From an optimization exercise on the open Yosys and OpenROAD flow, aimed at small area and a short achievable clock period; shortcuts taken in it are not production practice.
At most, simulation tests tie the RTL to the original design; equivalence was not proved.
No functional check of the RTL was part of run 6.
Power figures rest on the tool's default switching activity, not on a simulated workload.

==> flow/flow/io.tcl <==
# Operand positions in runs of 32: each run's 64 pins (a and b bit of a position side by
# side, positions in order) sit together on one stretch of the die edge, so the comparison
# tree of a run can be placed next to its pins.
set die [ord::get_die_area]
set w [expr {[lindex $die 2] - [lindex $die 0]}]
set h [expr {[lindex $die 3] - [lindex $die 1]}]
# runs per edge: bottom, right, top, left
set edges {bottom right top left}
set counts {5 3 5 3}
set g 0
foreach edge $edges n $counts {
  set len [expr {($edge eq "bottom" || $edge eq "top") ? $w : $h}]
  set step [expr {($len - 10.0) / $n}]
  for {set k 0} {$k < $n} {incr k} {
    set lo [expr {5.0 + $k * $step}]
    set hi [expr {$lo + $step}]
    set pins {}
    for {set i [expr {$g * 32}]} {$i < [expr {$g * 32 + 32}]} {incr i} {
      lappend pins "operands\[[expr {512 + $i}]\]" "operands\[$i\]"
    }
    set_io_pin_constraint -pin_names $pins -region $edge:$lo-$hi
    set_io_pin_constraint -group -order -pin_names $pins
    incr g
  }
}
==> flow/config.mk <==
export PLATFORM = sky130hd
export DESIGN_NAME = comparator_512bit
export DESIGN_NICKNAME = comparator_512bit
export VERILOG_FILES = /design/flow/design.v
export SDC_FILE = /design/flow/constraint.sdc
export NUM_CORES = 4
export LEC_CHECK = 0
export CAP_MARGIN = 20
export CORE_AREA = 4 4 316 316
export DIE_AREA = 0 0 320 320
export SETUP_SLACK_MARGIN = 1.2
export SLEW_MARGIN = 20
export SYNTH_HIERARCHICAL = 1
==> flow/flow/outbuf.tcl <==
# The output ports are due early in the cycle: give their port buffers and the registers
# that drive them a stronger drive (same cells, larger size; placement legalizes after).
set db [ord::get_db]
set block [ord::get_db_block]
set ff2 [$db findMaster sky130_fd_sc_hd__dfxtp_2]
set buf2 [$db findMaster sky130_fd_sc_hd__buf_2]
foreach bt [$block getBTerms] {
  if {[$bt getIoType] ne "OUTPUT"} { continue }
  set buf ""
  foreach it [[$bt getNet] getITerms] {
    if {[$it isOutputSignal]} { set buf [$it getInst] }
  }
  if {$buf eq ""} { continue }
  if {[[$buf getMaster] getName] eq "sky130_fd_sc_hd__buf_1"} {
    $buf swapMaster $buf2
    puts "outbuf: [$buf getName] set to buf_2"
  }
  foreach it [$buf getITerms] {
    if {![$it isInputSignal]} { continue }
    foreach d [[$it getNet] getITerms] {
      if {![$d isOutputSignal]} { continue }
      set ff [$d getInst]
      if {[[$ff getMaster] getName] eq "sky130_fd_sc_hd__dfxtp_1"} {
        $ff swapMaster $ff2
        puts "outbuf: [$ff getName] set to dfxtp_2"
      }
    }
  }
}
==> flow/flow/downsize.tcl <==
# Set every combinational cell from synthesis to its smallest drive strength;
# the resizer steps of the flow size up again only where timing, slew or load need it.
set db [ord::get_db]
set n 0
foreach inst [[ord::get_db_block] getInsts] {
  set name [[$inst getMaster] getName]
  if {![regexp {^(sky130_fd_sc_hd__([a-z0-9]+))_([0-9]+)$} $name -> base fn size]} { continue }
  if {[regexp {^(df|dl|sdf|edf|sed|tap|fill|decap|conb|diode)} $fn]} { continue }
  if {$size <= 1} { continue }
  set small [$db findMaster ${base}_1]
  if {$small eq "NULL" || $small eq ""} { continue }
  $inst swapMaster $small
  incr n
}
puts "downsize: $n cells set to drive strength 1"
==> flow/flow/run.sh <==
#!/bin/bash
# Standard layout, with these changes: the port buffers are the smallest buffer, except that
# the output ports get a stronger buffer and stronger registers after global placement, the
# combinational cells start at their smallest size before floorplanning, and the operand
# pins are placed in runs of positions along the die edge.
set -uo pipefail
HERE=$(pwd)
export BUFFER_PORTS_ARGS="-buffer_cell sky130_fd_sc_hd__buf_1"
export POST_GLOBAL_PLACE_TCL="$HERE/flow/outbuf.tcl"
export PRE_FLOORPLAN_TCL="$HERE/flow/downsize.tcl"
export PRE_IO_PLACEMENT_TCL="$HERE/flow/io.tcl"
export CTS_ARGS="-sink_clustering_enable -sink_clustering_size 50 -sink_clustering_max_diameter 600 -repair_clock_nets"
bash standard.sh > "$HERE/standard.log" 2>&1
==> flow/standard.sh <==
#!/bin/bash
# synth_recipe.tcl (not shown) runs the flow's synth.tcl, then flattens the netlist and writes it again
# the make line also repeats each setting of config.mk as NAME=value (left out here)
make -C /OpenROAD-flow-scripts/flow DESIGN_CONFIG=/design/flow/config.mk WORK_HOME=/design/flow/orfs CLKGATE_MAP_FILE= SYNTH_SCRIPT=/design/flow/synth_recipe.tcl "${@:-finish}"
==> flow/design.v <==
package cmp_pkg;
    localparam int OPERAND_WIDTH = 512;
    localparam int GROUP_WIDTH = 32;
    localparam int NUM_GROUPS = OPERAND_WIDTH / GROUP_WIDTH;
    localparam int NUM_GROUPS2 = 4;
    localparam int LEAF_WIDTH = 1;
    localparam int PIPE_LATENCY = 4;
    function automatic bit odd_log2(input int n);
        bit r;
        r = 1'b0;
        for (int k = n; k > 1; k = k / 2) begin
            r = ~r;
        end
        odd_log2 = r;
    endfunction
    typedef struct packed {
        logic [OPERAND_WIDTH-1:0] a;
        logic [OPERAND_WIDTH-1:0] b;
    } operand_pair_t;
    typedef struct packed {
        logic gt;
        logic eq;
        logic lt;
    } cmp_flags_t;
    typedef union packed {
        logic [2:0] code;
        cmp_flags_t flags;
    } cmp_result_u;
endpackage
`timescale 1ns/1ps
module operand_capture (
    input  cmp_pkg::operand_pair_t                operands,
    output logic [cmp_pkg::NUM_GROUPS-1:0]        gt_c,
    output logic [cmp_pkg::NUM_GROUPS-1:0]        ge_c
);
    localparam int GW = cmp_pkg::GROUP_WIDTH;
    for (genvar g = 0; g < cmp_pkg::NUM_GROUPS; g++) begin : g_grp
        group_select #(.W(GW), .LW(cmp_pkg::LEAF_WIDTH)) i_grp (
            .a    (operands.a[g*GW +: GW]),
            .b    (operands.b[g*GW +: GW]),
            .gt_o (gt_c[g]),
            .ge_o (ge_c[g])
        );
    end
endmodule
`timescale 1ns/1ps
module cmp_inv (
    input  logic x,
    output logic x_n
);
    assign x_n = ~x;
endmodule
module cmp_leaf #(
    parameter int W = 1
) (
    input  logic [W-1:0] a,
    input  logic [W-1:0] b,
    output logic         gt_n,
    output logic         ge_n
);
    if (W == 1) begin : g_bit
        logic b_n;
        cmp_inv i_inv (
            .x   (b[0]),
            .x_n (b_n)
        );
        assign gt_n = ~(a[0] & b_n);
        assign ge_n = ~(a[0] | b_n);
    end else begin : g_slice
        assign gt_n = ~(a > b);
        assign ge_n = ~(a >= b);
    end
endmodule
module cmp_node #(
    parameter bit INV_IN = 1'b0
) (
    input  logic gt_h,
    input  logic ge_h,
    input  logic gt_l,
    input  logic ge_l,
    output logic gt_o,
    output logic ge_o
);
    if (INV_IN) begin : g_inv
        assign gt_o = ~(gt_h & (ge_h | gt_l));
        assign ge_o = ~(gt_h & (ge_h | ge_l));
    end else begin : g_true
        assign gt_o = ~(ge_h & (gt_h | gt_l));
        assign ge_o = ~(ge_h & (gt_h | ge_l));
    end
endmodule
module gp_tree #(
    parameter int N      = 2,
    parameter bit INV_IN = 1'b0
) (
    input  logic [N-1:0] gt_in,
    input  logic [N-1:0] ge_in,
    output logic         gt_out,
    output logic         ge_out
);
    if (N == 2) begin : g_pair
        cmp_node #(.INV_IN(INV_IN)) i_node (
            .gt_h (gt_in[1]),
            .ge_h (ge_in[1]),
            .gt_l (gt_in[0]),
            .ge_l (ge_in[0]),
            .gt_o (gt_out),
            .ge_o (ge_out)
        );
    end else begin : g_split
        localparam int H = N / 2;
        localparam bit INV_MID = INV_IN ^ cmp_pkg::odd_log2(H);
        logic gt_hi, ge_hi, gt_lo, ge_lo;
        gp_tree #(.N(H), .INV_IN(INV_IN)) i_hi (
            .gt_in  (gt_in[N-1:H]),
            .ge_in  (ge_in[N-1:H]),
            .gt_out (gt_hi),
            .ge_out (ge_hi)
        );
        gp_tree #(.N(H), .INV_IN(INV_IN)) i_lo (
            .gt_in  (gt_in[H-1:0]),
            .ge_in  (ge_in[H-1:0]),
            .gt_out (gt_lo),
            .ge_out (ge_lo)
        );
        cmp_node #(.INV_IN(INV_MID)) i_node (
            .gt_h (gt_hi),
            .ge_h (ge_hi),
            .gt_l (gt_lo),
            .ge_l (ge_lo),
            .gt_o (gt_out),
            .ge_o (ge_out)
        );
    end
endmodule
`timescale 1ns/1ps
module group_select #(
    parameter int W  = 8,
    parameter int LW = 1
) (
    input  logic [W-1:0] a,
    input  logic [W-1:0] b,
    output logic         gt_o,
    output logic         ge_o
);
    localparam int NL = W / LW;
    logic [NL-1:0] gt_n, ge_n;
    for (genvar i = 0; i < NL; i++) begin : g_leaf
        cmp_leaf #(.W(LW)) i_leaf (
            .a    (a[LW*i +: LW]),
            .b    (b[LW*i +: LW]),
            .gt_n (gt_n[i]),
            .ge_n (ge_n[i])
        );
    end
    gp_tree #(.N(NL), .INV_IN(1'b1)) i_tree (
        .gt_in  (gt_n),
        .ge_in  (ge_n),
        .gt_out (gt_o),
        .ge_out (ge_o)
    );
endmodule
`timescale 1ns/1ps
module result_encode (
    input  logic                 gt,
    input  logic                 ge,
    output cmp_pkg::cmp_result_u code
);
    always_comb begin
        code.flags.gt = gt;
        code.flags.eq = ge & ~gt;
        code.flags.lt = ~ge;
    end
endmodule
`timescale 1ns/1ps
module comparator_512bit (
    input  logic                   clk,
    input  logic                   reset,
    input  logic                   in_valid,
    input  cmp_pkg::operand_pair_t operands,
    output logic                   result_valid,
    output cmp_pkg::cmp_result_u   result
);
    localparam int NG  = cmp_pkg::NUM_GROUPS;
    localparam int NG2 = cmp_pkg::NUM_GROUPS2;
    localparam int S2  = NG / NG2;
    localparam bit INV1 = ~cmp_pkg::odd_log2(cmp_pkg::GROUP_WIDTH / cmp_pkg::LEAF_WIDTH);
    localparam bit INV2 = INV1 ^ cmp_pkg::odd_log2(S2);
    localparam bit INV3 = INV2 ^ cmp_pkg::odd_log2(NG2);
    logic           v1, v2, v3;
    logic [NG-1:0]  gt1_c, ge1_c;
    logic [NG-1:0]  gt1, ge1;
    logic [NG2-1:0] gt2_c, ge2_c;
    logic [NG2-1:0] gt2, ge2;
    logic           gt3_c, ge3_c;
    logic           gt3, ge3;
    cmp_pkg::cmp_result_u code_c;
    operand_capture i_operand_capture (
        .operands (operands),
        .gt_c     (gt1_c),
        .ge_c     (ge1_c)
    );
    always_ff @(posedge clk) begin
        if (reset) v1 <= 1'b0;
        else       v1 <= in_valid;
        gt1 <= gt1_c;
        ge1 <= ge1_c;
    end
    for (genvar g = 0; g < NG2; g++) begin : g_stage2
        gp_tree #(.N(S2), .INV_IN(INV1)) i_tree (
            .gt_in  (gt1[g*S2 +: S2]),
            .ge_in  (ge1[g*S2 +: S2]),
            .gt_out (gt2_c[g]),
            .ge_out (ge2_c[g])
        );
    end
    always_ff @(posedge clk) begin
        if (reset) v2 <= 1'b0;
        else       v2 <= v1;
        gt2 <= gt2_c;
        ge2 <= ge2_c;
    end
    gp_tree #(.N(NG2), .INV_IN(INV2)) i_stage3 (
        .gt_in  (gt2),
        .ge_in  (ge2),
        .gt_out (gt3_c),
        .ge_out (ge3_c)
    );
    always_ff @(posedge clk) begin
        if (reset) v3 <= 1'b0;
        else       v3 <= v2;
        gt3 <= gt3_c ^ INV3;
        ge3 <= ge3_c ^ INV3;
    end
    result_encode i_result_encode (
        .gt   (gt3),
        .ge   (ge3),
        .code (code_c)
    );
    always_ff @(posedge clk) begin
        if (reset) begin
            result_valid <= 1'b0;
            result.code  <= 3'b000;
        end else begin
            result_valid <= v3;
            if (v3) begin
                result <= code_c;
            end
        end
    end
endmodule
==> flow/constraint.sdc <==
create_clock -name core_clock -period 2.8 [get_ports {clk}]
set_input_delay 0.5600 -clock core_clock [delete_from_list [all_inputs] [get_ports {clk}]]
set_output_delay 0.5600 -clock core_clock [all_outputs]
set_load 0.01 [all_outputs]
==> results of run 1 <==
==> layout by cell type, fill, tap and decap left out <==
master,instances
sky130_fd_sc_hd__o21ai_1,1022
sky130_fd_sc_hd__buf_1,1026
sky130_fd_sc_hd__inv_8,1
sky130_fd_sc_hd__clkbuf_16,5
sky130_fd_sc_hd__clkinvlp_4,2
sky130_fd_sc_hd__nor2_1,515
sky130_fd_sc_hd__dfxtp_1,45
sky130_fd_sc_hd__nand2_1,512
sky130_fd_sc_hd__mux2i_1,3
sky130_fd_sc_hd__dfxtp_2,4
sky130_fd_sc_hd__buf_2,4
sky130_fd_sc_hd__nor2b_1,5
sky130_fd_sc_hd__inv_1,513
==> cell type report <==
type / instances / area [µm²]
Multi-Input combinational cell: 2057 / 9030
Clock buffer: 5 / 125
Fill cell: 11400 / 79000
Sequential cell: 49 / 986
Tap cell: 1276 / 1600
Inverter: 513 / 1930
Clock inverter: 3 / 26.3
Timing Repair Buffer: 1030 / 3870
==> Yosys stat by module, one instance, submodules excluded, a selection <==
module	cells inside	cell area [µm²]	times used
comparator_512bit	59	1050	1
result_encode	3	25.0	1
cmp_inv	1	3.75	512
==> flip-flops by register name, summed over array words and instances, names as in the netlist <==
signal,cells
v3,1
gt3,1
ge1,16
ge3,1
gt1,16
v1,1
v2,1
result,3
result_valid,1
ge2,4
gt2,4
==> layer usage <==
metal  wire (µm)  vias to the layer above
li1            -                    10500
met1       15800                     7778
met2       22700                      483
met3        2740                       58
met4         745                        0
met5           0                        -
==> how the worst max path moves through the flow <==
stage	startpoint	end	slack (ps)
2_1_floorplan	operands[31]	gt1[0]$_DFF_P_	1410
3_3_place_gp	operands[255]	gt1[7]$_DFF_P_	1190
3_5_place_dp	operands[407]	gt1[12]$_DFF_P_	1160
4_1_cts	result[2]$_SDFFE_PP0P_	result[2]	1390
5_1_grt	operands[255]	gt1[7]$_DFF_P_	1380
6_report	result[2]$_SDFFE_PP0P_	result[2]	1450
==> where the power goes <==
group	leakage, nW	switching (mW)	total [mW]	internal, mW
clock network	0.0680	0.380	0.721	0.341
registers	0.413	0.136	1.03	0.894
logic	7.42	1.48	2.53	1.05
total	7.90	1.99	4.28	2.28
==> stage by stage <==
step / setup WS [ps] / power (mW)
floorplan: 1410 / 2.54
global placement: 1190 / 3.58
detailed placement: 1160 / 3.65
CTS: 1390 / 4.49
global route: 1380 / 4.89
finish: 1450 / 4.28
==> cells by family (layout without fill, tap and decap cells) <==
| family | Yosys count | after routing | synth area share |
|---|---|---|---|
| muxes | 3 | 3 | 0.00251 |
| DFF | 49 | 49 | 0.0821 |
| and+or+nand+nor | 1032 | 1032 | 0.326 |
| AOI/OAI and AO/OA | 1022 | 1022 | 0.428 |
| buffers and inverters | 514 | 1551 | 0.162 |
==> summary.txt, run 1 <==
result of the run=finished clean; cell taking the most area after synthesis=sky130_fd_sc_hd__o21ai_1; fraction of registers with async set/reset=0; number of H-tree branching levels=2; Horiz. Die Dim=320 µm; Die Footprint=102,000 µm²; synth warn=8; highest-delay cell along the critical path=sky130_fd_sc_hd__dfxtp_2; distinct cell type count after synthesis=9; Commonest cells post-synth=1,022 x sky130_fd_sc_hd__o21ai_1, 515 x sky130_fd_sc_hd__nor2_1, 513 x sky130_fd_sc_hd__inv_1; leakage dissipation=7.90 nW; number of enable-type register cells in the synthesized netlist=0; PD cells=244 nW/µm²; number of buffers and inverters on the critical path=1; critical path's largest stage delay=330 ps; clk buf depth=2; CTS clk-pin slew, worst paths=80 ps; CTS Hold Bufs=0; number of cells traversed by the worst register-to-register path=2; relative max-transition margin=0.578; Worst setup SP type=flop; number of rows in the core area=114; Arrival @ worst endpoint=790 ps; vias after detailed routing=18,900; flip-flop cell with the highest count after synthesis=sky130_fd_sc_hd__dfxtp_1; worst min-delay path category=reg -> reg; Syn Inst Count=2,620; pin count of the biggest net entering global routing=18; via count of the first global-routing pass=16,800; Post-Syn Nets=3,647; Num Clock Sinks=49; global-route wire length before repair=65.0 mm; global route total overflow=0; post-placement cell count=4,925; slew at the pin closest to its max-slew limit=628 ps; gr usage total=0.0740; starting density of the core=0.124; mapped cell area=11,900 µm²; Final Setup Violations=0; post-route DRC violation count=0; number of antenna violations at the first check in global routing=1; top cell family by delay on the critical path=flip-flops; endpoints failing hold=0; startpoint of the lowest-slack hold path=v2$_SDFF_PP0_; global routing met3 resource utilization=0.0130; overall routed net length=41.9 mm; largest fanout of any net on the critical path=2; clock insertion delay at the later pin of the skew report=330 ps; final total negative setup slack=0 ps; per-cell routed wire length=8.49 µm; end of the worst register-to-register path=gt3$_DFF_P_; RSZ-0062 raised after global routing=no; final clock skew=7.91 ps; estimated wirelength of the detail-placed design=39.3 mm; Root Buffer Master=sky130_fd_sc_hd__clkbuf_16; type of the setup path with the least slack=reg -> out; Die Y=320 µm; initial DRC count=484; final antenna-violating net count=0; placed instance area=17,400 µm²; nets@finish=4,683; worst ir drop on vdd=0.203 mV; depth of the worst hold-timing path=1; post-route fraction of the period consumed by the critical path=0.482; number of diodes=0; number of port buffers=1,030; met2 usage=0.152; peak-usage layer in the global routing report=met2; R2R setup slack=1700 ps; total I/O pin count=1,031; post-synthesis sequential area ratio=0.0821; Tmin final=1350 ps; first drt pass iteration count=7; Design Area, Final=17,600 µm²; maximum capacitance violations=0; final core area utilization=0.182; most frequent cell after synthesis=sky130_fd_sc_hd__o21ai_1; mean number of vias per cell=3.82; CTS tree=done; Post-Synthesis Mean Instance Area=4.56 µm²; number of cells on the critical path=1; CTS-repair resized insts=0; ranking of synthesized cells by area=sky130_fd_sc_hd__o21ai_1 43%, sky130_fd_sc_hd__nor2_1 16%, sky130_fd_sc_hd__inv_1 16%, sky130_fd_sc_hd__nand2_1 16%, sky130_fd_sc_hd__dfxtp_1 8.2%; Worst R2R Start=gt2[3]$_DFF_P_; number of cells in the finished layout apart from fillers=4,933; Critical Path End Type=output pin; hold-critical path endpoint=v3$_SDFF_PP0_; flip-flop and latch count after synthesis=49; core region area=96,600 µm²; share of Yosys cell area claimed by the top area cell type=0.428; number of setup buffers added after CTS=0; number of max-slew violations in the final report=0; critical path cell sequence=buf_2; Critical Path RT=2240 ps; TritonCTS buffer count=5; global-route met1 utilization=0.0752; fmax=0.741 GHz; layout cell share with drive strength beyond 1=0.00438; Hold WS=449 ps; Layout Area Growth over Synthesis=47.1%
==> inputs of run 2 (changes only) <==
--- a/flow/flow/run.sh
+++ b/flow/flow/run.sh
@@ -11,3 +11,2 @@
 export PRE_IO_PLACEMENT_TCL="$HERE/flow/io.tcl"
-export CTS_ARGS="-sink_clustering_enable -sink_clustering_size 50 -sink_clustering_max_diameter 600 -repair_clock_nets"
 bash standard.sh > "$HERE/standard.log" 2>&1
--- a/flow/config.mk
+++ b/flow/config.mk
@@ -8,4 +8,4 @@
 export CAP_MARGIN = 20
-export CORE_AREA = 4 4 316 316
-export DIE_AREA = 0 0 320 320
+export CORE_AREA = 4 4 306 306
+export DIE_AREA = 0 0 310 310
 export SETUP_SLACK_MARGIN = 1.2
==> summary.txt, run 2 <==
result of the run=finished clean; most frequent cells in the layout=1,026 x sky130_fd_sc_hd__buf_1, 1,022 x sky130_fd_sc_hd__o21ai_1, 515 x sky130_fd_sc_hd__nor2_1; final total negative setup slack=0 ps (unchanged); PD cells=245 nW/µm² (+0.74%); flip-flop and latch count after synthesis=49 (unchanged); number of buffers and inverters on the critical path=1 (unchanged); cell taking the most area after synthesis=sky130_fd_sc_hd__o21ai_1; estimated wirelength of the detail-placed design=39.9 mm (+1.6%); CTS-repair resized insts=0 (unchanged); largest fanout of any net on the critical path=2 (unchanged); Final Setup Violations=0 (unchanged); filler instances=10,700 (-6.8%); final clock skew=7.72 ps (-0.197 ps); number of cells traversed by the worst register-to-register path=2 (unchanged); leakage dissipation=7.90 nW (unchanged); final worst-path setup slack=1390 ps (-63.8 ps); Syn Inst Count=2,620 (unchanged); type of the setup path with the least slack=reg -> out; core region area=90,300 µm² (-6.5%); fraction of registers with async set/reset=0 (unchanged); initial DRC count=664 (+37%); nets@finish=4,683 (unchanged); ranking of synthesized cells by area=sky130_fd_sc_hd__o21ai_1 43%, sky130_fd_sc_hd__nor2_1 16%, sky130_fd_sc_hd__inv_1 16%, sky130_fd_sc_hd__nand2_1 16%, sky130_fd_sc_hd__dfxtp_1 8.2%; flip-flop cell with the highest count after synthesis=sky130_fd_sc_hd__dfxtp_1; Tmin final=1410 ps (+63.8 ps); overall routed net length=42.8 mm (+2.1%); CTS tree=done; highest-delay cell along the critical path=sky130_fd_sc_hd__dfxtp_2; vias after detailed routing=18,900 (+0.032%); per-cell routed wire length=8.85 µm (+4.2%); mapped cell area=11,900 µm² (unchanged); area used by multi-input combinational logic=9030 µm² (unchanged); Horiz. Die Dim=310 µm (-3.1%); Die Y=310 µm (-3.1%); clk buf depth=2 (unchanged); Critical Path RT=2240 ps (about the same); most frequent cell after synthesis=sky130_fd_sc_hd__o21ai_1; final antenna-violating net count=0 (unchanged); end of the worst register-to-register path=ge2[3]$_DFF_P_; worst ir drop on vdd=0.190 mV (-6.1%); fmax=0.708 GHz (-4.5%); number of max-slew violations in the final report=0 (unchanged); R2R setup slack=1670 ps (-30 ps); Post-Synthesis Mean Instance Area=4.56 µm² (unchanged); Worst setup SP type=flop; worst setup slack after placement=1180 ps (+16.0 ps); top cell family by delay on the critical path=flip-flops; post-route DRC violation count=0 (unchanged); Arrival @ worst endpoint=850 ps (+60 ps); number of H-tree branching levels=2 (unchanged); number of antenna violations at the first check in global routing=0 (-1); Root Buffer Master=sky130_fd_sc_hd__clkbuf_16; depth of the worst hold-timing path=1 (unchanged); endpoints failing hold=0 (unchanged); global route total overflow=0 (unchanged); gr usage total=0.0758 (+0.00185); CTS clk-pin slew, worst paths=80 ps (about the same); critical path's largest stage delay=330 ps (about the same); FF+latch area=986 µm² (unchanged); mean number of vias per cell=3.90 (+2.1%); relative max-transition margin=0.621 (+0.0427); number of port buffers=1,030 (unchanged); post-synthesis sequential area ratio=0.0821 (unchanged); via count of the first global-routing pass=16,100 (-4.0%); clock insertion delay at the later pin of the skew report=330 ps (about the same); Num Clock Sinks=49 (unchanged); startpoint of the lowest-slack hold path=v2$_SDFF_PP0_; hold-critical path endpoint=v3$_SDFF_PP0_; pin count of the biggest net entering global routing=18 (unchanged); Total Power Consumption=4.28 mW (about the same); number of setup buffers added after CTS=0 (unchanged); starting density of the core=0.132 (+0.00860); global-route wire length before repair=61.7 mm (-5.2%); worst min-delay path category=reg -> reg; share of Yosys cell area claimed by the top area cell type=0.428 (unchanged); Worst R2R Start=ge1[12]$_DFF_P_; TritonCTS buffer count=5 (unchanged); synth warn=8 (unchanged); commonest non-fill, non-tap cell in the layout=sky130_fd_sc_hd__buf_1; distinct cell type count after synthesis=9 (unchanged); Critical Path End Type=output pin; Commonest cells post-synth=1,022 x sky130_fd_sc_hd__o21ai_1, 515 x sky130_fd_sc_hd__nor2_1, 513 x sky130_fd_sc_hd__inv_1; Die Footprint=96,100 µm² (-6.2%); RSZ-0062 raised after global routing=no; maximum capacitance violations=0 (unchanged); Post-Syn Nets=3,647 (unchanged); Layout Area Growth over Synthesis=46.0%; number of rows in the core area=110 (-3.5%); number of enable-type register cells in the synthesized netlist=0 (unchanged); layout cell share with drive strength beyond 1=0.00438 (unchanged); total I/O pin count=1,031 (unchanged); CTS Hold Bufs=0 (unchanged); slew at the pin closest to its max-slew limit=565 ps (-63.6 ps); largest registers in the final layout=ge1: 16 flops, gt1: 16 flops; post-route fraction of the period consumed by the critical path=0.504 (+0.0228); first drt pass iteration count=7 (unchanged); critical path cell sequence=buf_2
run 2: cell count changes in the layout (fill, tap and decap cells not counted), sizes merged:
cell   change
diode      +1
run 2: kinds of logic after synthesis:
| kind of cell | Yosys count | share of synthesized area |
|---|---|---|
| flops | 49 | 0.0821 |
| compound gates | 1022 | 0.428 |
| simple gates | 1032 | 0.326 |
| mux | 3 | 0.00251 |
| buf+inv | 514 | 0.162 |
run 2: worst register-to-register path, cell delays in order (launching register included):
cell and delay (ps):
sky130_fd_sc_hd__dfxtp_1 590, sky130_fd_sc_hd__o21ai_1 130, sky130_fd_sc_hd__o21ai_1 300
run 2: final cells by class:
class / instances / area share
antenna: 1 / 0.000143
clock buffer: 5 / 0.00717
clock inverter: 3 / 0.00151
inverter: 513 / 0.110
multi-input combinational: 2057 / 0.518
sequential: 49 / 0.0565
tap: 1176 / 0.0844
timing repair buffer: 1030 / 0.222
run 2: how the worst max path moves through the flow:
stage,depth (start not counted),slack [ps],to,startpoint
floorplan,7,1410,gt1[0]$_DFF_P_,operands[31]
global placement,8,1190,gt1[11]$_DFF_P_,operands[383]
detailed placement,8,1180,ge1[13]$_DFF_P_,operands[431]
CTS,1,1310,result[2],result[2]$_SDFFE_PP0P_
global route,1,1320,result[2],result[2]$_SDFFE_PP0P_
finish,1,1390,result[2],result[2]$_SDFFE_PP0P_
run 2: modules after synthesis, one instance, submodules excluded, excerpt:
| module | flops+latches | area [µm²] | cells inside | copies in the design |
|---|---|---|---|---|
| comparator_512bit | 49 | 1050 | 59 | 1 |
| result_encode | 0 | 25.0 | 3 | 1 |
| cmp_inv | 0 | 3.75 | 1 | 512 |
run 2: per-stage QoR:
stage	cell area, µm²	cells	hold slack [ps]	util
finish	17400	4834	450	0.193
global route	17400	4833	450	0.193
CTS	17400	4833	419	0.193
detailed placement	17300	4825	424	0.191
global placement	17300	4825	422	0.191
floorplan	11900	2620	414	-
run 2: power by group:
part / internal, mW / switching [mW] / total, mW
Sequential: 0.894 / 0.144 / 1.04
Clock: 0.341 / 0.375 / 0.716
Combinational: 1.05 / 1.48 / 2.53
Total: 2.28 / 2.00 / 4.28
run 2: layer usage:
metal | vias up | global-route usage | part of all wire
met4 | 0 | 0.0214 | 0.023
li1 | 10600 | - | -
met3 | 64 | 0.0123 | 0.065
met5 | - | 0 | 0
met1 | 7752 | 0.0761 | 0.37
met2 | 495 | 0.158 | 0.54
==> inputs of run 3 (changes only) <==
--- a/flow/config.mk
+++ b/flow/config.mk
@@ -8,4 +8,4 @@
 export CAP_MARGIN = 20
-export CORE_AREA = 4 4 306 306
-export DIE_AREA = 0 0 310 310
+export CORE_AREA = 4 4 336 336
+export DIE_AREA = 0 0 340 340
 export SETUP_SLACK_MARGIN = 1.2
==> summary.txt, run 3 <==
number of cells in the finished layout apart from fillers=5,133 (+6.2%); Horiz. Die Dim=340 µm (+9.7%); synth warn=8 (unchanged); maximum capacitance violations=0 (unchanged); slew at the pin closest to its max-slew limit=703 ps (+139 ps); Arrival @ worst endpoint=800 ps (-50 ps); total I/O pin count=1,031 (unchanged); post-route DRC violation count=0 (unchanged); FF+latch area=986 µm² (unchanged); startpoint of the lowest-slack hold path=in_valid; overall routed net length=42.2 mm (-1.4%); ranking of synthesized cells by area=sky130_fd_sc_hd__o21ai_1 43%, sky130_fd_sc_hd__nor2_1 16%, sky130_fd_sc_hd__inv_1 16%, sky130_fd_sc_hd__nand2_1 16%, sky130_fd_sc_hd__dfxtp_1 8.2%; most frequent cell after synthesis=sky130_fd_sc_hd__o21ai_1; vias after detailed routing=18,900 (+0.17%); number of setup buffers added after CTS=0 (unchanged); endpoints failing hold=0 (unchanged); CTS clk-pin slew, worst paths=80 ps (about the same); Tmin final=1360 ps (-54.5 ps); final core area utilization=0.163 (-0.0300); Die Y=340 µm (+9.7%); Critical Path End Type=output pin; Design Area, Final=17,800 µm² (+2.1%); worst ir drop on vdd=0.218 mV (+15%); Commonest cells post-synth=1,022 x sky130_fd_sc_hd__o21ai_1, 515 x sky130_fd_sc_hd__nor2_1, 513 x sky130_fd_sc_hd__inv_1; pin count of the biggest net entering global routing=18 (unchanged); number of buffers and inverters on the critical path=1 (unchanged); initial DRC count=410 (-38%); layout cell share with drive strength beyond 1=0.00438 (unchanged); global route total overflow=0 (unchanged); clk buf depth=2 (unchanged); Final Setup Violations=0 (unchanged); share of Yosys cell area claimed by the top area cell type=0.428 (unchanged); final antenna-violating net count=0 (unchanged); number of antenna violations at the first check in global routing=1 (+1); flip-flop and latch count after synthesis=49 (unchanged); TritonCTS buffer count=5 (unchanged); worst setup slack after placement=1170 ps (-9.44 ps); relative max-transition margin=0.528 (-0.0930); post-placement cell count=5,125 (+6.2%); critical path cell sequence=buf_2; leakage dissipation=7.90 nW (unchanged); CTS tree=done; mapped cell area=11,900 µm² (unchanged); largest registers in the final layout=ge1: 16 flops, gt1: 16 flops; worst min-delay path category=in -> reg; flip-flop cell with the highest count after synthesis=sky130_fd_sc_hd__dfxtp_1; result of the run=finished clean; Post-Synthesis Mean Instance Area=4.56 µm² (unchanged); number of diodes=0 (-1); largest fanout of any net on the critical path=2 (unchanged); post-synthesis sequential area ratio=0.0821 (unchanged); number of rows in the core area=121 (+10%); number of enable-type register cells in the synthesized netlist=0 (unchanged); CTS-repair resized insts=0 (unchanged); fraction of registers with async set/reset=0 (unchanged); Post-Syn Nets=3,647 (unchanged); Worst R2R Start=ge2[2]$_DFF_P_; global-route wire length before repair=64.6 mm (+4.8%); highest-delay cell along the critical path=sky130_fd_sc_hd__dfxtp_2; number of max-slew violations in the final report=0 (unchanged); starting density of the core=0.109 (-0.0229); Die Footprint=116,000 µm² (+20%); cell taking the most area after synthesis=sky130_fd_sc_hd__o21ai_1; core region area=109,000 µm² (+21%); placed instance area=17,700 µm² (+2.2%); Critical Path RT=2240 ps (about the same); Num Clock Sinks=49 (unchanged); top cell family by delay on the critical path=flip-flops; Worst setup SP type=flop; Hold WS=423 ps (-26.3 ps); post-route fraction of the period consumed by the critical path=0.485 (-0.0195); final clock skew=8.52 ps (+0.803 ps); via count of the first global-routing pass=16,700 (+4.1%); launching instance or port of the critical path=result[1]$_SDFFE_PP0P_; RSZ-0062 raised after global routing=no; mean number of vias per cell=3.68 (-5.7%); final worst-path setup slack=1440 ps (+54.5 ps); Total Power Consumption=4.32 mW (+0.97%); area used by multi-input combinational logic=9030 µm² (unchanged); gr usage total=0.0650 (-0.0108); first drt pass iteration count=5 (-2); PD cells=243 nW/µm² (-1.1%); number of H-tree branching levels=2 (unchanged); filler instances=12,900 (+21%); Root Buffer Master=sky130_fd_sc_hd__clkbuf_16; per-cell routed wire length=8.22 µm (-7.1%); critical path's largest stage delay=330 ps (about the same); type of the setup path with the least slack=reg -> out; commonest non-fill, non-tap cell in the layout=sky130_fd_sc_hd__buf_1; Layout Area Growth over Synthesis=49.2%; final total negative setup slack=0 ps (unchanged); nets@finish=4,683 (unchanged); estimated wirelength of the detail-placed design=39.3 mm (-1.5%); distinct cell type count after synthesis=9 (unchanged); Syn Inst Count=2,620 (unchanged); clock insertion delay at the later pin of the skew report=350 ps (+20 ps); most frequent cells in the layout=1,026 x sky130_fd_sc_hd__buf_1, 1,022 x sky130_fd_sc_hd__o21ai_1, 515 x sky130_fd_sc_hd__nor2_1; fmax=0.736 GHz (+4.0%); number of port buffers=1,030 (unchanged); CTS Hold Bufs=0 (unchanged)
run 3: cell type report:
type / instances / share of cell area
Multi-Input combinational cell: 2057 / 0.507
Timing Repair Buffer: 1030 / 0.217
Inverter: 513 / 0.108
Tap cell: 1476 / 0.104
Sequential cell: 49 / 0.0554
Clock buffer: 5 / 0.00702
Clock inverter: 3 / 0.00148
run 3: worst paths after layout:
kind / slack (ps) / to / cells past startpoint
setup / recovery: 1440 / result[1] / 1
hold / removal: 420 / v1$_SDFF_PP0_ / 2
setup reg to reg: 1630 / gt3$_DFF_P_ / 2
hold reg to reg: 460 / v2$_SDFF_PP0_ / 1
run 3: per-layer routing:
layer / track usage / vias to the layer above / wire length, µm / part of all wire
met5: 0 / - / 0 / 0
met4: 0.0158 / 0 / 609 / 0.014
met3: 0.0121 / 36 / 2780 / 0.066
met2: 0.133 / 467 / 23100 / 0.55
met1: 0.0665 / 7865 / 15700 / 0.37
li1: - / 10500 / - / -
run 3: cells by family (layout without fill, tap and decap cells):
kind of cell,count (synthesis),count (layout),share of synthesized area
compound gates,1022,1022,0.428
buf+inv,514,1551,0.162
flops,49,49,0.0821
simple gates,1032,1032,0.326
mux,3,3,0.00251
run 3: report_power, final:
part	switching, mW	total [mW]	internal (mW)
clock network	0.399	0.740	0.341
logic	1.49	2.54	1.05
registers	0.145	1.04	0.894
total	2.04	4.32	2.28
run 3: worst register-to-register path: cells and delay by family (launching register included):
family,cells,cell delay (ps)
compound gates,2,720
flops,1,310
run 3: modules after synthesis, one instance, submodules excluded, excerpt:
module,area [µm²],flops+latches,times used
result_encode,25.0,0,1
cmp_inv,3.75,0,512
comparator_512bit,1050,49,1
==> inputs of run 4 (changes only) <==
--- a/flow/flow/run.sh
+++ b/flow/flow/run.sh
@@ -11,2 +11,3 @@
 export PRE_IO_PLACEMENT_TCL="$HERE/flow/io.tcl"
+export CTS_ARGS="-sink_clustering_enable -repair_clock_nets -dont_use_dummy_load"
 bash standard.sh > "$HERE/standard.log" 2>&1
--- a/flow/config.mk
+++ b/flow/config.mk
@@ -8,4 +8,4 @@
 export CAP_MARGIN = 20
-export CORE_AREA = 4 4 336 336
-export DIE_AREA = 0 0 340 340
+export CORE_AREA = 4 4 316 316
+export DIE_AREA = 0 0 320 320
 export SETUP_SLACK_MARGIN = 1.2
==> summary.txt, run 4 <==
result of the run=finished clean; Layout Area Growth over Synthesis=46.8%; clk buf depth=2 (unchanged); final antenna-violating net count=0 (unchanged); Post-Syn Nets=3,647 (unchanged); fmax=0.741 GHz (+0.67%); critical path's largest stage delay=330 ps (about the same); highest-delay cell along the critical path=sky130_fd_sc_hd__dfxtp_2; mapped cell area=11,900 µm² (unchanged); gr usage total=0.0739 (+0.00892); per-cell routed wire length=8.49 µm (+3.3%); endpoints failing hold=0 (unchanged); Die Footprint=102,000 µm² (-11%); post-placement cell count=4,925 (-3.9%); estimated wirelength of the detail-placed design=39.3 mm (about the same); Critical Path RT=2240 ps (about the same); worst min-delay path category=reg -> reg; Worst setup SP type=flop; Tmin final=1350 ps (-8.98 ps); flip-flop and latch count after synthesis=49 (unchanged); number of H-tree branching levels=2 (unchanged); top cell family by delay on the critical path=flip-flops; worst ir drop on vdd=0.196 mV (-10%); Syn Inst Count=2,620 (unchanged); first drt pass iteration count=8 (+3); type of the setup path with the least slack=reg -> out; number of diodes=0 (unchanged); largest fanout of any net on the critical path=2 (unchanged); Horiz. Die Dim=320 µm (-5.9%); total I/O pin count=1,031 (unchanged); number of setup buffers added after CTS=0 (unchanged); slew at the pin closest to its max-slew limit=628 ps (-74.9 ps); nets@finish=4,683 (unchanged); overall routed net length=41.9 mm (-0.74%); post-route fraction of the period consumed by the critical path=0.482 (-0.00321); Design Area, Final=17,500 µm² (-1.6%); number of max-slew violations in the final report=0 (unchanged); core region area=96,600 µm² (-12%); number of port buffers=1,030 (unchanged); number of enable-type register cells in the synthesized netlist=0 (unchanged); distinct cell type count after synthesis=9 (unchanged); layout cell share with drive strength beyond 1=0.00356 (-0.000817); placed instance area=17,400 µm² (-1.4%); CTS Hold Bufs=0 (unchanged); TritonCTS buffer count=5 (unchanged); post-route DRC violation count=0 (unchanged); final total negative setup slack=0 ps (unchanged); clock insertion delay at the later pin of the skew report=330 ps (-20 ps); via count of the first global-routing pass=16,800 (+0.030%); final core area utilization=0.182 (+0.0184); Final Setup Violations=0 (unchanged); CTS-repair resized insts=0 (unchanged); largest registers in the final layout=ge1: 16 flops, gt1: 16 flops; post-synthesis sequential area ratio=0.0821 (unchanged); number of antenna violations at the first check in global routing=3 (+2); fraction of registers with async set/reset=0 (unchanged); number of rows in the core area=114 (-5.8%); initial DRC count=516 (+26%); final clock skew=9.16 ps (+0.639 ps); share of Yosys cell area claimed by the top area cell type=0.428 (unchanged); Arrival @ worst endpoint=790 ps (about the same); ranking of synthesized cells by area=sky130_fd_sc_hd__o21ai_1 43%, sky130_fd_sc_hd__nor2_1 16%, sky130_fd_sc_hd__inv_1 16%, sky130_fd_sc_hd__nand2_1 16%, sky130_fd_sc_hd__dfxtp_1 8.2%; Num Clock Sinks=49 (unchanged); most frequent cell after synthesis=sky130_fd_sc_hd__o21ai_1; flip-flop cell with the highest count after synthesis=sky130_fd_sc_hd__dfxtp_1; relative max-transition margin=0.578 (+0.0503); Critical Path End Type=output pin; pin count of the biggest net entering global routing=18 (unchanged); PD cells=241 nW/µm² (-0.68%); synth warn=8 (unchanged); global route total overflow=0 (unchanged); Commonest cells post-synth=1,022 x sky130_fd_sc_hd__o21ai_1, 515 x sky130_fd_sc_hd__nor2_1, 513 x sky130_fd_sc_hd__inv_1; commonest non-fill, non-tap cell in the layout=sky130_fd_sc_hd__buf_1; number of buffers and inverters on the critical path=1 (unchanged); Root Buffer Master=sky130_fd_sc_hd__clkbuf_16; maximum capacitance violations=0 (unchanged); RSZ-0062 raised after global routing=no; cell taking the most area after synthesis=sky130_fd_sc_hd__o21ai_1; global-route wire length before repair=65.0 mm (+0.56%); critical path cell sequence=buf_2; CTS tree=done; most frequent cells in the layout=1,026 x sky130_fd_sc_hd__buf_1, 1,022 x sky130_fd_sc_hd__o21ai_1, 515 x sky130_fd_sc_hd__nor2_1; leakage dissipation=7.90 nW (about the same); vias after detailed routing=18,900 (-0.23%); mean number of vias per cell=3.82 (+3.9%); Die Y=320 µm (-5.9%); CTS clk-pin slew, worst paths=80 ps (about the same); number of cells in the finished layout apart from fillers=4,930 (-4.0%); Post-Synthesis Mean Instance Area=4.56 µm² (unchanged); starting density of the core=0.124 (+0.0143)
==> run 4: final timing paths <==
kind / start / endpoint / slack [ps] / depth (start not counted)
worst max-delay path: result[2]$_SDFFE_PP0P_ / result[2] / 1450 / 1
worst min-delay path: v2$_SDFF_PP0_ / v3$_SDFF_PP0_ / 450 / 1
worst max register to register: gt2[3]$_DFF_P_ / gt3$_DFF_P_ / 1710 / 2
worst min register to register: v2$_SDFF_PP0_ / v3$_SDFF_PP0_ / 450 / 1
==> run 4: routing by layer <==
layer,global-route usage,share of wire
met3,0.0130,0.066
met4,0.0192,0.017
met2,0.152,0.54
met5,0,0
met1,0.0752,0.38
==> run 4: where the power goes <==
group          internal (mW)  total, mW  switching [mW]
registers              0.894       1.03           0.136
clock network          0.320      0.664           0.345
logic                   1.05       2.53            1.48
total                   2.26       4.23            1.96
==> run 4: through the flow <==
stage,worst slack [ps],power (mW),hold slack (ps)
after floorplan,1410,2.54,414
after global placement,1190,3.58,423
after detailed placement,1160,3.65,437
after CTS,1390,4.41,458
after global routing,1370,4.83,462
final,1450,4.23,449
==> run 4: cell families (layout without fill, tap and decap cells) <==
family,after synthesis,count (layout),share of synthesized area
mux,3,3,0.00251
compound gates,1022,1022,0.428
flops,49,49,0.0821
simple gates,1032,1032,0.326
buf+inv,514,1548,0.162
==> run 4: final cells by class <==
cell class / count / area, µm²
Sequential cell: 49 / 986
Tap cell: 1276 / 1600
Inverter: 513 / 1930
Clock buffer: 5 / 125
Timing Repair Buffer: 1030 / 3870
Multi-Input combinational cell: 2057 / 9030
Fill cell: 11400 / 79000
==> run 4: Yosys stat by module (local to each module, per instance), a selection <==
module             area, µm²  cells  times used  flops+latches
cmp_inv                 3.75      1         512              0
result_encode           25.0      3           1              0
comparator_512bit       1050     59           1             49
==> inputs of run 5 (changes only) <==
--- a/flow/flow/run.sh
+++ b/flow/flow/run.sh
@@ -11,3 +11,2 @@
 export PRE_IO_PLACEMENT_TCL="$HERE/flow/io.tcl"
-export CTS_ARGS="-sink_clustering_enable -repair_clock_nets -dont_use_dummy_load"
 bash standard.sh > "$HERE/standard.log" 2>&1
==> summary.txt, run 5 <==
cell taking the most area after synthesis=sky130_fd_sc_hd__o21ai_1; number of antenna violations at the first check in global routing=1 (-2); final worst-path setup slack=1450 ps (+0.240 ps); Syn Inst Count=2,620 (unchanged); number of port buffers=1,030 (unchanged); mean number of vias per cell=3.82 (about the same); flip-flop cell with the highest count after synthesis=sky130_fd_sc_hd__dfxtp_1; Worst setup SP type=flop; endpoints failing hold=0 (unchanged); post-route DRC violation count=0 (unchanged); initial DRC count=484 (-6.2%); CTS tree=done; Arrival @ worst endpoint=790 ps (about the same); via count of the first global-routing pass=16,800 (+0.036%); most frequent cells in the layout=1,026 x sky130_fd_sc_hd__buf_1, 1,022 x sky130_fd_sc_hd__o21ai_1, 515 x sky130_fd_sc_hd__nor2_1; TritonCTS buffer count=5 (unchanged); final clock skew=7.91 ps (-1.25 ps); pin count of the biggest net entering global routing=18 (unchanged); PD cells=244 nW/µm² (+1.1%); top cell family by delay on the critical path=flip-flops; fraction of registers with async set/reset=0 (unchanged); Tmin final=1350 ps (-0.240 ps); nets@finish=4,683 (unchanged); Final Setup Violations=0 (unchanged); post-route fraction of the period consumed by the critical path=0.482 (about the same); Die Y=320 µm (unchanged); vias after detailed routing=18,900 (+0.027%); CTS Hold Bufs=0 (unchanged); synth warn=8 (unchanged); flip-flop and latch count after synthesis=49 (unchanged); Num Clock Sinks=49 (unchanged); largest fanout of any net on the critical path=2 (unchanged); filler instances=11,400 (-0.017%); critical path cell sequence=buf_2; CTS clk-pin slew, worst paths=80 ps (about the same); type of the setup path with the least slack=reg -> out; distinct cell type count after synthesis=9 (unchanged); total I/O pin count=1,031 (unchanged); share of Yosys cell area claimed by the top area cell type=0.428 (unchanged); R2R setup slack=1700 ps (about the same); number of setup buffers added after CTS=0 (unchanged); largest registers in the final layout=ge1: 16 flops, gt1: 16 flops; highest-delay cell along the critical path=sky130_fd_sc_hd__dfxtp_2; Hold WS=449 ps (+0.0260 ps); final total negative setup slack=0 ps (unchanged); Post-Syn Nets=3,647 (unchanged); clk buf depth=2 (unchanged); global route total overflow=0 (unchanged); Layout Area Growth over Synthesis=47.1%; commonest non-fill, non-tap cell in the layout=sky130_fd_sc_hd__buf_1; starting density of the core=0.124 (unchanged); worst ir drop on vdd=0.203 mV (+3.6%); estimated wirelength of the detail-placed design=39.3 mm (unchanged); result of the run=finished clean; number of diodes=0 (unchanged); final antenna-violating net count=0 (unchanged); leakage dissipation=7.90 nW (about the same); maximum capacitance violations=0 (unchanged); Commonest cells post-synth=1,022 x sky130_fd_sc_hd__o21ai_1, 515 x sky130_fd_sc_hd__nor2_1, 513 x sky130_fd_sc_hd__inv_1; Post-Synthesis Mean Instance Area=4.56 µm² (unchanged); most frequent cell after synthesis=sky130_fd_sc_hd__o21ai_1; core region area=96,600 µm² (unchanged); ranking of synthesized cells by area=sky130_fd_sc_hd__o21ai_1 43%, sky130_fd_sc_hd__nor2_1 16%, sky130_fd_sc_hd__inv_1 16%, sky130_fd_sc_hd__nand2_1 16%, sky130_fd_sc_hd__dfxtp_1 8.2%; global-route wire length before repair=65.0 mm (about the same); relative max-transition margin=0.578 (about the same); post-synthesis sequential area ratio=0.0821 (unchanged); critical path's largest stage delay=330 ps (about the same); Root Buffer Master=sky130_fd_sc_hd__clkbuf_16; slew at the pin closest to its max-slew limit=628 ps (-0.00179 ps); first drt pass iteration count=7 (-1); number of rows in the core area=114 (unchanged); RSZ-0062 raised after global routing=no; fmax=0.741 GHz (about the same); gr usage total=0.0740 (about the same); clock insertion delay at the later pin of the skew report=330 ps (about the same); number of max-slew violations in the final report=0 (unchanged); worst setup slack after placement=1160 ps (unchanged); layout cell share with drive strength beyond 1=0.00438 (+0.000817); number of enable-type register cells in the synthesized netlist=0 (unchanged); worst min-delay path category=reg -> reg; number of H-tree branching levels=2 (unchanged); Critical Path RT=2240 ps (about the same); per-cell routed wire length=8.49 µm (about the same); number of buffers and inverters on the critical path=1 (unchanged); CTS-repair resized insts=0 (unchanged); Critical Path End Type=output pin; mapped cell area=11,900 µm² (unchanged); Total Power Consumption=4.28 mW (+1.2%); overall routed net length=41.9 mm (about the same); Horiz. Die Dim=320 µm (unchanged); Die Footprint=102,000 µm² (unchanged)
-- run 5: cell counts after synthesis --
Identical to the previous run, type by type.
-- run 5: worst paths after layout --
check	startpoint	endpoint	cells after the start
worst max register to register	gt2[3]$_DFF_P_	gt3$_DFF_P_	2
worst min-delay path	v2$_SDFF_PP0_	v3$_SDFF_PP0_	1
worst min register to register	v2$_SDFF_PP0_	v3$_SDFF_PP0_	1
worst max-delay path	result[2]$_SDFFE_PP0P_	result[2]	1
-- run 5: power breakdown --
part	total, mW	switching, mW	internal, mW
Sequential	1.03	0.136	0.894
Clock	0.721	0.380	0.341
Combinational	2.53	1.48	1.05
-- run 5: through the flow --
| step | cells | cell area [µm²] | utilization |
|---|---|---|---|
| 6_report | 4933 | 17600 | 0.182 |
| 4_1_cts | 4933 | 17600 | 0.182 |
| 5_1_grt | 4933 | 17600 | 0.182 |
| 3_5_place_dp | 4925 | 17400 | 0.180 |
| 3_3_place_gp | 4925 | 17400 | 0.180 |
| 2_1_floorplan | 2620 | 11900 | - |
-- run 5: layout make-up --
type                            instances  area, µm²  share of cell area
Tap cell                             1276       1600              0.0909
Multi-Input combinational cell       2057       9030               0.514
Timing Repair Buffer                 1030       3870               0.220
Sequential cell                        49        986              0.0561
Clock buffer                            5        125             0.00712
Inverter                              513       1930               0.110
Clock inverter                          3       26.3             0.00150
-- run 5: cells by family (layout without fill, tap and decap cells) --
family	Yosys count	after routing	synth area share
simple gates	1032	1032	0.326
compound gates	1022	1022	0.428
flops	49	49	0.0821
buf+inv	514	1551	0.162
mux	3	3	0.00251
-- run 5: per-module statistics from Yosys, one instance, submodules excluded, a selection --
| module | cells | flops+latches | cell area [µm²] |
|---|---|---|---|
| cmp_inv | 1 | 0 | 3.75 |
| comparator_512bit | 59 | 49 | 1050 |
| result_encode | 3 | 0 | 25.0 |
-- run 5: layer usage --
layer | wire length [µm] | part of all wire | global-route usage | up-vias
met4 | 745 | 0.018 | 0.0195 | 0
met1 | 15800 | 0.38 | 0.0752 | 7778
met2 | 22700 | 0.54 | 0.152 | 483
met3 | 2740 | 0.065 | 0.0130 | 58
met5 | 0 | 0 | 0 | -
li1 | - | - | - | 10500
==> inputs of run 6 (changes only) <==
--- a/flow/design.v
+++ b/flow/design.v
@@ -4,3 +4,3 @@
     localparam int NUM_GROUPS = OPERAND_WIDTH / GROUP_WIDTH;
-    localparam int NUM_GROUPS2 = 4;
+    localparam int NUM_GROUPS2 = 2;
     localparam int LEAF_WIDTH = 1;
==> summary.txt, run 6 <==
ranking of synthesized cells by area=sky130_fd_sc_hd__o21ai_1 43%, sky130_fd_sc_hd__nor2_1 16%, sky130_fd_sc_hd__inv_1 16%, sky130_fd_sc_hd__nand2_1 16%, sky130_fd_sc_hd__dfxtp_1 7.6%; Final Setup Violations=0 (unchanged); Post-Synthesis Mean Instance Area=4.53 µm² (-0.52%); final clock skew=7.40 ps (-0.509 ps); global-route wire length before repair=64.9 mm (-0.14%); RSZ-0062 raised after global routing=no; Critical Path End Type=flop; post-route DRC violation count=0 (unchanged); number of antenna violations at the first check in global routing=1 (unchanged); number of H-tree branching levels=2 (unchanged); top cell family by delay on the critical path=compound AO/OA/AOI/OAI gates; starting density of the core=0.123 (-0.000829); synth warn=8 (unchanged); global route total overflow=0 (unchanged); Post-Syn Nets=3,643 (-0.11%); Tmin final=1430 ps (+82.7 ps); per-cell routed wire length=8.55 µm (+0.70%); flip-flop and latch count after synthesis=45 (-8.2%); Die Footprint=102,000 µm² (unchanged); relative max-transition margin=0.667 (+0.0882); number of enable-type register cells in the synthesized netlist=0 (unchanged); most frequent cells in the layout=1,026 x sky130_fd_sc_hd__buf_1, 1,022 x sky130_fd_sc_hd__o21ai_1, 515 x sky130_fd_sc_hd__nor2_1; largest fanout of any net on the critical path=2 (unchanged); mapped cell area=11,900 µm² (-0.67%); Layout Area Growth over Synthesis=47.4%; Most Frequent Cell on Critical Path=sky130_fd_sc_hd__o21ai_1; slew at the pin closest to its max-slew limit=497 ps (-131 ps); Die Y=320 µm (unchanged); CTS clk-pin slew, worst paths=90 ps (about the same); most frequent cell after synthesis=sky130_fd_sc_hd__o21ai_1; cell taking the most area after synthesis=sky130_fd_sc_hd__o21ai_1; type of the setup path with the least slack=reg -> reg; post-route fraction of the period consumed by the critical path=0.511 (+0.0295); flip-flop cell with the highest count after synthesis=sky130_fd_sc_hd__dfxtp_1; Commonest cells post-synth=1,022 x sky130_fd_sc_hd__o21ai_1, 515 x sky130_fd_sc_hd__nor2_1, 513 x sky130_fd_sc_hd__inv_1; parity-gate share of the synthesized area counting xor and xnor cells=0 (unchanged); number of setup buffers added after CTS=0 (unchanged); pin count of the biggest net entering global routing=17 (-1); CTS-repair resized insts=0 (unchanged); critical path's largest stage delay=610 ps (+280 ps); via count of the first global-routing pass=16,700 (-0.19%); post-placement cell count=4,921 (-0.081%); Horiz. Die Dim=320 µm (unchanged); fraction of registers with async set/reset=0 (unchanged); maximum capacitance violations=0 (unchanged); Arrival @ worst endpoint=1630 ps (+840 ps); leakage dissipation=7.87 nW (-0.39%); number of buffers and inverters on the critical path=0 (-1); CTS Hold Bufs=0 (unchanged); PD cells=241 nW/µm² (-1.0%); main combinational cell family by area after synthesis=compound AO/OA/AOI/OAI gates; final total negative setup slack=0 ps (unchanged); share of Yosys cell area claimed by the top area cell type=0.431 (+0.00289); highest-delay cell along the critical path=sky130_fd_sc_hd__dfxtp_1; result of the run=finished clean; gr usage total=0.0743 (+0.000351); area used by multi-input combinational logic=9030 µm² (unchanged); CTS tree=done; simple-gate share of the synthesized area=0.328 (+0.00220); share of synthesized cell area in full adder, half adder and majority cells=0 (unchanged); number of port buffers=1,030 (unchanged); distinct cell type count after synthesis=9 (unchanged); worst min-delay path category=reg -> reg; clock insertion delay at the later pin of the skew report=330 ps (about the same); nets@finish=4,679 (-0.085%); final antenna-violating net count=0 (unchanged); estimated wirelength of the detail-placed design=39.3 mm (about the same); clk buf depth=2 (unchanged); total I/O pin count=1,031 (unchanged); commonest non-fill, non-tap cell in the layout=sky130_fd_sc_hd__buf_1; fmax=0.699 GHz (-5.8%); TritonCTS buffer count=5 (unchanged); number of rows in the core area=114 (unchanged); worst ir drop on vdd=0.187 mV (-7.6%); post-synthesis sequential area ratio=0.0759 (-0.00619); Root Buffer Master=sky130_fd_sc_hd__clkbuf_16; mean number of vias per cell=3.81 (-0.34%); Num Clock Sinks=45 (-8.2%); Syn Inst Count=2,616 (-0.15%); endpoints failing hold=0 (unchanged); post-synthesis compound-gate area fraction=0.431 (+0.00289); number of cells in the finished layout apart from fillers=4,929 (-0.081%); FF+latch area=906 µm² (-8.1%); number of max-slew violations in the final report=0 (unchanged); vias after detailed routing=18,800 (-0.42%); overall routed net length=42.2 mm (+0.62%); first drt pass iteration count=5 (-2); filler instances=11,400 (+0.0087%); initial DRC count=541 (+12%); final core area utilization=0.181 (-0.000842); largest registers in the final layout=ge1: 16 flops, gt1: 16 flops, result: 3 flops; number of diodes=0 (unchanged); layout cell share with drive strength beyond 1=0.00438 (+0.00000479); Critical Path RT=3000 ps (+760 ps); critical path cell sequence=o21ai_1 -> o21ai_1 -> o21ai_1; multiplexer share of the synthesized area=0.00253 (+0.0000169); Worst setup SP type=flop; core region area=96,600 µm² (unchanged)
==> run 6: cell count changes after synthesis, sizes merged <==
cell	delta
dfxtp	-4
==> run 6: metrics by stage <==
| step | worst slack, ps | instance area [µm²] | power (mW) | hold slack, ps |
|---|---|---|---|---|
| floorplan | 1410 | 11900 | 2.45 | 373 |
| global route | 1230 | 17500 | 4.81 | 472 |
| CTS | 1300 | 17500 | 4.40 | 457 |
| global placement | 1170 | 17300 | 3.48 | 425 |
| detailed placement | 1150 | 17300 | 3.55 | 439 |
| finish | 1370 | 17500 | 4.21 | 442 |
==> run 6: logic make-up (layout without fill, tap and decap cells) <==
kind of cell / count (synthesis) / in the layout
multiplexers: 3 / 3
AND/OR/NAND/NOR: 1032 / 1032
buffers and inverters: 514 / 1551
AO/OA/AOI/OAI: 1022 / 1022
flip-flops: 45 / 45
==> run 6: Yosys stat by module, one instance, submodules excluded, a selection <==
| module | area [µm²] | flip-flops and latches | cells inside | copies in the design |
|---|---|---|---|---|
| cmp_inv | 3.75 | 0 | 1 | 512 |
| comparator_512bit | 967 | 45 | 55 | 1 |
| result_encode | 25.0 | 0 | 3 | 1 |
==> run 6: metal layers <==
layer	vias to the layer above	part of all wire	global-route usage
li1	10500	-	-
met1	7763	0.37	0.0741
met2	460	0.55	0.156
met3	40	0.066	0.0137
met5	-	0	0
met4	0	0.015	0.0164
==> run 6: final timing paths <==
| check | slack [ps] | to | start | depth (start not counted) |
|---|---|---|---|---|
| min reg2reg | 440 | gt3$_DFF_P_ | gt2[0]$_DFF_P_ | 1 |
| max | 1370 | ge2[1]$_DFF_P_ | ge1[12]$_DFF_P_ | 3 |
| min | 440 | gt3$_DFF_P_ | gt2[0]$_DFF_P_ | 1 |
| max reg2reg | 1370 | ge2[1]$_DFF_P_ | ge1[12]$_DFF_P_ | 3 |
==> run 6: cell type report <==
cell class              count  area share
multi-input cells        2057       0.517
repair buffers           1030       0.221
inverters                 513       0.110
well taps                1276      0.0913
flip-flops and latches     45      0.0518
clock buffers               5     0.00716
clock inverters             3     0.00143
==> run 6: report_power, final <==
group,switching (mW),total (mW),internal [mW]
sequential,0.145,0.962,0.816
combinational,1.47,2.52,1.05
clock,0.395,0.735,0.340
total,2.01,4.21,2.20
==> inputs of run 7 (changes only) <==
--- a/flow/design.v
+++ b/flow/design.v
@@ -4,3 +4,3 @@
     localparam int NUM_GROUPS = OPERAND_WIDTH / GROUP_WIDTH;
-    localparam int NUM_GROUPS2 = 2;
+    localparam int NUM_GROUPS2 = 4;
     localparam int LEAF_WIDTH = 1;
--- a/flow/flow/run.sh
+++ b/flow/flow/run.sh
@@ -4,3 +4,4 @@
 # combinational cells start at their smallest size before floorplanning, and the operand
-# pins are placed in runs of positions along the die edge.
+# pins are placed in runs of positions along the die edge; clock tree synthesis adds no
+# dummy loads.
 set -uo pipefail
@@ -11,2 +12,3 @@
 export PRE_IO_PLACEMENT_TCL="$HERE/flow/io.tcl"
+export CTS_ARGS="-sink_clustering_enable -repair_clock_nets -dont_use_dummy_load -sink_clustering_size 8 -sink_clustering_max_diameter 60"
 bash standard.sh > "$HERE/standard.log" 2>&1
==> summary.txt, run 7 <==
Num Clock Sinks=49 (+8.9%); share of Yosys cell area claimed by the top area cell type=0.428 (-0.00289); gr usage total=0.0739 (-0.000392); Commonest cells post-synth=1,022 x sky130_fd_sc_hd__o21ai_1, 515 x sky130_fd_sc_hd__nor2_1, 513 x sky130_fd_sc_hd__inv_1; worst min-delay path category=reg -> reg; mapped cell area=11,900 µm² (+0.68%); final clock skew=9.16 ps (+1.75 ps); top cell family by delay on the critical path=flip-flops; slew at the pin closest to its max-slew limit=628 ps (+131 ps); flip-flop cell with the highest count after synthesis=sky130_fd_sc_hd__dfxtp_1; clock insertion delay at the later pin of the skew report=330 ps (about the same); nets@finish=4,683 (+0.085%); worst ir drop on vdd=0.196 mV (+4.5%); synth warn=8 (unchanged); Syn Inst Count=2,620 (+0.15%); area used by multi-input combinational logic=9030 µm² (unchanged); largest fanout of any net on the critical path=2 (unchanged); commonest non-fill, non-tap cell in the layout=sky130_fd_sc_hd__buf_1; CTS tree=done; endpoints failing hold=0 (unchanged); number of diodes=0 (unchanged); ranking of synthesized cells by area=sky130_fd_sc_hd__o21ai_1 43%, sky130_fd_sc_hd__nor2_1 16%, sky130_fd_sc_hd__inv_1 16%, sky130_fd_sc_hd__nand2_1 16%, sky130_fd_sc_hd__dfxtp_1 8.2%; Die Y=320 µm (unchanged); Arrival @ worst endpoint=790 ps (-840 ps); number of port buffers=1,030 (unchanged); total I/O pin count=1,031 (unchanged); Psw=1.96 mW (-2.3%); Horiz. Die Dim=320 µm (unchanged); number of antenna violations at the first check in global routing=3 (+2); cell taking the most area after synthesis=sky130_fd_sc_hd__o21ai_1; starting density of the core=0.124 (+0.000829); Post-Syn Nets=3,647 (+0.11%); final total negative setup slack=0 ps (unchanged); estimated wirelength of the detail-placed design=39.3 mm (about the same); post-route DRC violation count=0 (unchanged); first drt pass iteration count=8 (+3); Worst setup SP type=flop; switching share of power=0.465 (-0.0125); relative max-transition margin=0.578 (-0.0883); number of max-slew violations in the final report=0 (unchanged); FF+latch area=986 µm² (+8.8%); global route total overflow=0 (unchanged); Critical Path End Type=output pin; fraction of registers with async set/reset=0 (unchanged); Critical Path RT=2240 ps (-760 ps); CTS Hold Bufs=0 (unchanged); PD cells=241 nW/µm² (about the same); fmax=0.741 GHz (+6.1%); final antenna-violating net count=0 (unchanged); number of H-tree branching levels=2 (unchanged); RSZ-0062 raised after global routing=no; vias after detailed routing=18,900 (+0.40%); highest-delay cell along the critical path=sky130_fd_sc_hd__dfxtp_2; number of buffers and inverters on the critical path=1 (+1); Logic pwr share=0.599 (+0.002); Int Power=2.26 mW (+2.7%); Die Footprint=102,000 µm² (unchanged); maximum capacitance violations=0 (unchanged); number of setup buffers added after CTS=0 (unchanged); mean number of vias per cell=3.82 (+0.38%); critical path's largest stage delay=330 ps (-280 ps); layout cell share with drive strength beyond 1=0.00356 (-0.000822); Tmin final=1350 ps (-82.4 ps); critical path cell sequence=buf_2; clock network fraction of total power=0.157 (-0.017); Post-Synthesis Mean Instance Area=4.56 µm² (+0.52%); Final Setup Violations=0 (unchanged); Root Buffer Master=sky130_fd_sc_hd__clkbuf_16; core region area=96,600 µm² (unchanged); CTS-repair resized insts=0 (unchanged); Layout Area Growth over Synthesis=46.8%; Seq pwr share=0.244 (+0.016); number of rows in the core area=114 (unchanged); overall routed net length=41.9 mm (-0.68%); largest registers in the final layout=ge1: 16 flops, gt1: 16 flops; result of the run=finished clean; TritonCTS buffer count=5 (unchanged); most frequent cell after synthesis=sky130_fd_sc_hd__o21ai_1; post-route fraction of the period consumed by the critical path=0.482 (-0.0294); clk buf depth=2 (unchanged); distinct cell type count after synthesis=9 (unchanged); pin count of the biggest net entering global routing=18 (+1); type of the setup path with the least slack=reg -> out; per-cell routed wire length=8.49 µm (-0.70%); number of enable-type register cells in the synthesized netlist=0 (unchanged); post-synthesis sequential area ratio=0.0821 (+0.00619); initial DRC count=516 (-4.6%); CTS clk-pin slew, worst paths=80 ps (about the same); via count of the first global-routing pass=16,800 (+0.16%); leakage dissipation=7.90 nW (+0.32%); filler instances=11,400 (+0.0087%); Total Power Consumption=4.23 mW (+0.27%); most frequent cells in the layout=1,026 x sky130_fd_sc_hd__buf_1, 1,022 x sky130_fd_sc_hd__o21ai_1, 515 x sky130_fd_sc_hd__nor2_1; flip-flop and latch count after synthesis=49 (+8.9%); global-route wire length before repair=65.0 mm (about the same)
[run 7: cell count changes after synthesis]
cell,previous run,this run
sky130_fd_sc_hd__dfxtp_1,45,49
[run 7: path summary, 6_finish.rpt]
| check | start | to | slack [ps] | cells past startpoint |
|---|---|---|---|---|
| worst max-delay path | result[2]$_SDFFE_PP0P_ | result[2] | 1450 | 1 |
| worst min register to register | v2$_SDFF_PP0_ | v3$_SDFF_PP0_ | 450 | 1 |
| worst min-delay path | v2$_SDFF_PP0_ | v3$_SDFF_PP0_ | 450 | 1 |
| worst max register to register | gt2[3]$_DFF_P_ | gt3$_DFF_P_ | 1710 | 2 |
[run 7: metal layers]
metal | GRT usage | wire length (µm) | up-vias
li1 | - | - | 10500
met1 | 0.0752 | 15700 | 7778
met2 | 0.152 | 22700 | 485
met3 | 0.0130 | 2770 | 56
met4 | 0.0192 | 732 | 0
met5 | 0 | 0 | -
[run 7: logic make-up after synthesis]
kind of cell	Yosys count	share of synthesized area
AND/OR/NAND/NOR	1032	0.326
AO/OA/AOI/OAI	1022	0.428
buffers and inverters	514	0.162
flip-flops	49	0.0821
multiplexers	3	0.00251
[run 7: final cells by class]
cell class                 instances  area share
timing repair buffer            1030       0.221
tap                             1276      0.0910
multi-input combinational       2057       0.515
clock buffer                       5     0.00714
sequential                        49      0.0562
inverter                         513       0.110
[run 7: per-module statistics from Yosys, one instance, submodules excluded, a selection]
module,cell area (µm²),cells inside,flip-flops and latches,times used
cmp_inv,3.75,1,0,512
result_encode,25.0,3,0,1
comparator_512bit,1050,59,49,1
[run 7: power groups by stage]
stage	registers, mW	logic, mW	clock network (mW)
2_1_floorplan	0.962	1.57	0
3_3_place_gp	1.06	2.52	0
3_5_place_dp	1.06	2.58	0
4_1_cts	1.05	2.59	0.771
5_1_grt	1.06	2.99	0.778
6_report	1.03	2.53	0.664
[run 7: metrics by stage]
stage / cells / utilization / cell area [µm²] / setup slack, ps / hold slack, ps
after floorplan: 2620 / - / 11900 / 1410 / 414
after global placement: 4925 / 0.180 / 17400 / 1190 / 423
after detailed placement: 4925 / 0.180 / 17400 / 1160 / 437
after CTS: 4930 / 0.182 / 17500 / 1390 / 458
after global routing: 4930 / 0.182 / 17500 / 1370 / 462
final: 4930 / 0.182 / 17500 / 1450 / 449

[afterwards: timing with drivers on the ports]
The results above use ideal ports. As a check the final layouts listed here were re-extracted and re-timed, cells and wires unchanged.
Step 1, drivers: a clkbuf_16 drives clk and a buf_2 each remaining input, both assumed.
Step 2, shift: input delay + t, output delay - t, t = (earliest + latest rising clock arrival at the registers) / 2. This alone moves slack from input paths to output paths.
a / b / c = ideal / step 1 / step 2; a / b = the first two.
run	t, ns	slack for setup (ns)	hold slack, ns
run 1	0.382	1.451 / 1.400 / 1.154	0.449 / 0.449 / 0.449
run 2	0.374	1.388 / 1.338 / 1.143	0.450 / 0.427 / 0.450
run 3	0.398	1.442 / 1.389 / 1.165	0.423 / 0.397 / 0.457
run 4	0.376	1.451 / 1.400 / 1.157	0.449 / 0.449 / 0.449
run 5	0.382	1.451 / 1.400 / 1.154	0.449 / 0.449 / 0.449
run 6	0.381	1.369 / 1.369 / 1.138	0.442 / 0.442 / 0.442
run 7	0.376	1.451 / 1.400 / 1.157	0.449 / 0.449 / 0.449
After both steps setup and hold are still met in every run listed.
